Source: an optimization exercise on an open RTL-to-GDS flow (aim: small area). Production flows keep margins and buffers that such runs may drop.
The RTL was checked by simulation tests, not by an equivalence proof against the original design.
No activity file was given, so power comes from the tool's default toggle rates.

garnet:
Design matrix_alu, start of the top module:
module matrix_alu #(
    parameter int ELEM_W     = 16,
    parameter int MUL_CYCLES = 16
) (
    input  logic                 Clk,
    input  logic                 nReset,
    input  logic                 start,
    input  logic [2:0]           opcode,
    input  logic [16*ELEM_W-1:0] operandA,
    input  logic [16*ELEM_W-1:0] operandB,
    output logic [16*ELEM_W-1:0] result,
    output logic                 busy,
    output logic                 done,
    output logic                 err
);
Size in the first run: roughly 780 I/O pins, about 23000 µm² of cells after synthesis.
export LEC_CHECK = 0
export CAP_MARGIN = 20
export CORE_AREA = 2 2 428 110
export DIE_AREA = 0 0 430 112
export PLACE_DENSITY = 0.8
export SLEW_MARGIN = 20
create_clock -name core_clock -period 12.0 [get_ports {Clk}]
standard.sh (not shown) runs the stock make flow with config.mk's settings and CLKGATE_MAP_FILE= SYNTH_SCRIPT=/design/flow/synth_recipe.tcl, a recipe that flattens the netlist after the stock synthesis.
==> flow/flow/run.sh <==
#!/bin/bash
set -euo pipefail
bash standard.sh \
  BUFFER_PORTS_ARGS="-buffer_cell sky130_fd_sc_hd__buf_1" \
  CTS_ARGS="-sink_clustering_enable -repair_clock_nets -buf_list sky130_fd_sc_hd__clkbuf_4 -sink_clustering_buffer sky130_fd_sc_hd__clkbuf_8 -sink_clustering_size 12 -sink_clustering_max_diameter 40 -dont_use_dummy_load" \
  finish > make_finish.log 2>&1
The following lists how raven was set up differently from garnet:
Settings: changing PLACE_DENSITY from 0.8 to 0.65; changing DIE_AREA from 0 0 430 112 to 0 0 440 130; changing CORE_AREA from 2 2 428 110 to 2 2 438 128.
Results
- Compared with garnet, in raven worst clock skew went down 9.4 ps; logic gate share of total power went up 0.7 points.
- Re cell area: raven and garnet aren't equal, and the lower value belongs to garnet.
- Diff garnet -> raven: core utilization went down by 9.5 points; remaining global-route overflow now sits at about the same level; count of H-tree levels built during CTS went up; portion of the clock cycle consumed by the worst path in the final layout now larger; total power went down 0.053 mW.
- Looking at total wire length after detailed routing, raven sits 1.5% lower than garnet does.
- Flip-flop and latch count: raven vs garnet identical
- [raven] maximum single-stage delay on the critical path rose 40 ps relative to garnet
Input-level comparison between violet and raven:
Settings: swapping 0.65 for 0.7 in PLACE_DENSITY; swapping 2 2 438 128 for 2 2 428 110 in CORE_AREA; swapping 0 0 440 130 for 0 0 430 112 in DIE_AREA.
==> flow/flow/run.sh <==
#!/bin/bash
set -euo pipefail
bash standard.sh \
  BUFFER_PORTS_ARGS="-buffer_cell sky130_fd_sc_hd__buf_1" \
  CTS_ARGS="-sink_clustering_enable -repair_clock_nets -buf_list sky130_fd_sc_hd__clkbuf_4 -dont_use_dummy_load" \
  finish > make_finish.log 2>&1
[summary]
The flow did not stop early for violet: all stages ran, and the layout cleared the timing, design-rule and antenna checks. The cell-internal power in violet sits about 1.3% below the value recorded for raven. Higher die width among raven and violet: raven. Looking at share of power burned in combinational logic, violet sits 1.2 points lower than raven does. Logic depth of the worst register-to-register path, raven and violet, higher one = raven. violet against raven: cell area fell by about 1.4%, core utilization of the finished layout rose by 9.7 points. Of raven and violet, raven shows the lower fraction of standard cell area in multi-input logic, with violet above it. raven leaves less setup margin than violet. Diff raven -> violet: post-layout minimum cycle time went down by 110 ps, number of non-clock buffers went down by 27.
Edits applied to the flow inputs when going from violet to harbor:
Settings: a change of PLACE_DENSITY from 0.7 to 0.9.
==> flow/flow/run.sh <==
#!/bin/bash
set -euo pipefail
bash standard.sh \
  BUFFER_PORTS_ARGS="-buffer_cell sky130_fd_sc_hd__buf_1" \
  CTS_ARGS="-sink_clustering_enable -repair_clock_nets -buf_list sky130_fd_sc_hd__clkbuf_4 -sink_clustering_buffer sky130_fd_sc_hd__clkbuf_8 -sink_clustering_size 14 -sink_clustering_max_diameter 40 -dont_use_dummy_load" \
  finish > make_finish.log 2>&1
--- outcome ---
Lower core utilization goes to harbor over violet.
From violet to harbor the numbers moved as follows: share of total power in the clock network lost 1.5 points, fraction of power consumed by combinational cells saw an increase, number of clock buffers inserted by TritonCTS moved down, max-slew headroom at the worst pin decreased by 5.0 points relative to the old numbers.
From violet to harbor the numbers moved as follows: share of the cycle needed by the critical path after routing fell 0.19 points, power of the combinational group higher.
harbor vs. violet: global-route wire length before repair went up by 3.5%.
Cmp harbor and violet / clock skew / higher: violet
In harbor, wire length is higher than in violet.
Number of vias in the routed layout up 206 in harbor wrt violet

* * *

matrix_alu again, from the RTL that the note above started with.
==> flow/config.mk <==
export PLATFORM = sky130hd
export DESIGN_NAME = matrix_alu
export DESIGN_NICKNAME = matrix_alu
export VERILOG_FILES = /design/flow/design.v
export SDC_FILE = /design/flow/constraint.sdc
export NUM_CORES = 4
export LEC_CHECK = 0
export CAP_MARGIN = 20
export CORE_AREA = 2 2 418 98
export DIE_AREA = 0 0 420 100
export PLACE_DENSITY = 0.8
export SLEW_MARGIN = 20
==> flow/constraint.sdc <==
create_clock -name core_clock -period 12.0 [get_ports {Clk}]
set_input_delay 2.4000 -clock core_clock [delete_from_list [all_inputs] [get_ports {Clk}]]
set_output_delay 2.4000 -clock core_clock [all_outputs]
set_load 0.01 [all_outputs]
==> flow/flow/run.sh <==
#!/bin/bash
set -euo pipefail
bash standard.sh \
  BUFFER_PORTS_ARGS="-buffer_cell sky130_fd_sc_hd__buf_1" \
  CTS_ARGS="-sink_clustering_enable -repair_clock_nets -buf_list sky130_fd_sc_hd__clkbuf_4 -dont_use_dummy_load" \
  finish > make_finish.log 2>&1
Change:
--- a/flow/config.mk
+++ b/flow/config.mk
@@ -9,3 +9,3 @@
-export CORE_AREA = 2 2 418 98
-export DIE_AREA = 0 0 420 100
-export PLACE_DENSITY = 0.8
+export CORE_AREA = 2 2 438 128
+export DIE_AREA = 0 0 440 130
+export PLACE_DENSITY = 0.65
Outcome: Clock skew shrinks by 0.028 ns; count of clock-buffer cells in the layout grows by 19; utilization drops by 18 points; maximum frequency is lower by 1.5%; sequential cell count stays the same; wire length decreases by 2.8%.
Change:
==> flow/flow/run.sh (replaced) <==
#!/bin/bash
set -euo pipefail
bash standard.sh \
  BUFFER_PORTS_ARGS="-buffer_cell sky130_fd_sc_hd__buf_1" \
  CTS_ARGS="-sink_clustering_enable -repair_clock_nets -buf_list sky130_fd_sc_hd__clkbuf_4 -sink_clustering_buffer sky130_fd_sc_hd__clkbuf_8 -sink_clustering_size 12 -sink_clustering_max_diameter 40 -dont_use_dummy_load" \
  finish > make_finish.log 2>&1
--- a/flow/config.mk
+++ b/flow/config.mk
@@ -9,3 +9,3 @@
-export CORE_AREA = 2 2 438 128
-export DIE_AREA = 0 0 440 130
-export PLACE_DENSITY = 0.65
+export CORE_AREA = 2 2 428 110
+export DIE_AREA = 0 0 430 112
+export PLACE_DENSITY = 0.9
Register-to-register slack is better by 0.23 ns.
Global-route usage rises by 7.6 points.
Combinational power rises by about 0.9%.
Core utilization climbs by 9.2 points.
Final area drops by 2.3%.
Non-clock buffer count decreases by 32.
Flip-flop and latch count is unchanged.
Worst hold slack hardly moves.
Synthesized area stays the same.
Critical path depth went down by 3.
Change:
==> flow/flow/run.sh (replaced) <==
#!/bin/bash
set -euo pipefail
bash standard.sh \
  BUFFER_PORTS_ARGS="-buffer_cell sky130_fd_sc_hd__buf_1" \
  CTS_ARGS="-sink_clustering_enable -repair_clock_nets -buf_list sky130_fd_sc_hd__clkbuf_4 -sink_clustering_buffer sky130_fd_sc_hd__clkbuf_8 -sink_clustering_size 14 -sink_clustering_max_diameter 50 -dont_use_dummy_load" \
  finish > make_finish.log 2>&1
=>
- register-to-register slack gets worse by 0.02 ns
- flip-flop and latch count stays the same
- sequential share of layout area came out higher by 0.24 points
- clock-buffer cell count came out lower by 9
- worst hold slack barely changes
- via count decreases by 1.8%
- worst setup slack got worse by 0.019 ns
- global-route usage is lower by 0.15 points
- die area stays the same
Change:
==> flow/flow/run.sh (replaced) <==
#!/bin/bash
set -euo pipefail
bash standard.sh \
  BUFFER_PORTS_ARGS="-buffer_cell sky130_fd_sc_hd__buf_1" \
  CTS_ARGS="-sink_clustering_enable -repair_clock_nets -buf_list sky130_fd_sc_hd__clkbuf_4 -sink_clustering_buffer sky130_fd_sc_hd__clkbuf_8 -sink_clustering_size 14 -sink_clustering_max_diameter 40 -dont_use_dummy_load" \
  finish > make_finish.log 2>&1
--- a/flow/config.mk
+++ b/flow/config.mk
@@ -11 +11 @@
-export PLACE_DENSITY = 0.9
+export PLACE_DENSITY = 0.8
Effect:
- The new run passed the timing, design-rule and antenna checks
- via count barely changes
- die area stays the same
- cell area is about the same
- final cell count stays flat
- combinational power decreases by about 2%
- clock power hardly moves
- utilization increases by 0.14 points
Change:
--- a/flow/config.mk
+++ b/flow/config.mk
@@ -11 +11 @@
-export PLACE_DENSITY = 0.8
+export PLACE_DENSITY = 0.95
Setup slack improved by 0.072 ns.
Clock-buffer cell count rises by 1.
Cell count rises by 0.36%.
Synthesized area is unchanged.
Via count rises by about 4.6%.

==> what the ideal ports hide <==
In the flow no input, the clock included, has a driving cell. The finished layouts below were timed again as built, in two steps. Step 1, drivers: a clkbuf_16 drives Clk and a buf_2 each remaining input, both assumed. Step 2 moves the port delays by t, midway between the first and last clock arrival at a register: inputs arrive t later, outputs are due t later. That takes back most of the time a late clock gives input paths. a / b / c = no drivers / after step 1 / after step 2; a / b = the first two.
| run | t (ns) | slack for setup (ns) | worst setup path at the end | clock arrival spread, ns | worst data-port slew with drivers (ns) |
|---|---|---|---|---|---|
| garnet | 0.946 | 0.551 / 0.551 / 0.551 | register to register | 0.154 / 0.154 | 0.17 |
| raven | 0.938 | 0.408 / 0.408 / 0.408 | register to register | 0.133 / 0.133 | 0.14 |
| violet | 0.948 | 0.523 / 0.523 / 0.523 | register to register | 0.149 / 0.149 | 0.20 |
| harbor | 0.894 | 0.545 / 0.545 / 0.545 | register to register | 0.092 / 0.092 | 0.14 |
| the first run of note 2 | 0.905 | 0.519 / 0.519 / 0.519 | register to register | 0.142 / 0.142 | 0.21 |
| the second run of note 2 | 0.963 | 0.347 / 0.347 / 0.347 | register to register | 0.111 / 0.110 | 0.14 |
| the third run of note 2 | 0.942 | 0.577 / 0.577 / 0.577 | register to register | 0.073 / 0.073 | 0.14 |
| the fourth run of note 2 | 0.907 | 0.558 / 0.558 / 0.558 | register to register | 0.082 / 0.081 | 0.15 |
| the fifth run of note 2 | 0.895 | 0.510 / 0.510 / 0.510 | register to register | 0.124 / 0.123 | 0.19 |
| the sixth run of note 2 | 0.891 | 0.582 / 0.582 / 0.582 | register to register | 0.165 / 0.165 | 0.20 |
After both steps every run listed still meets setup and hold.
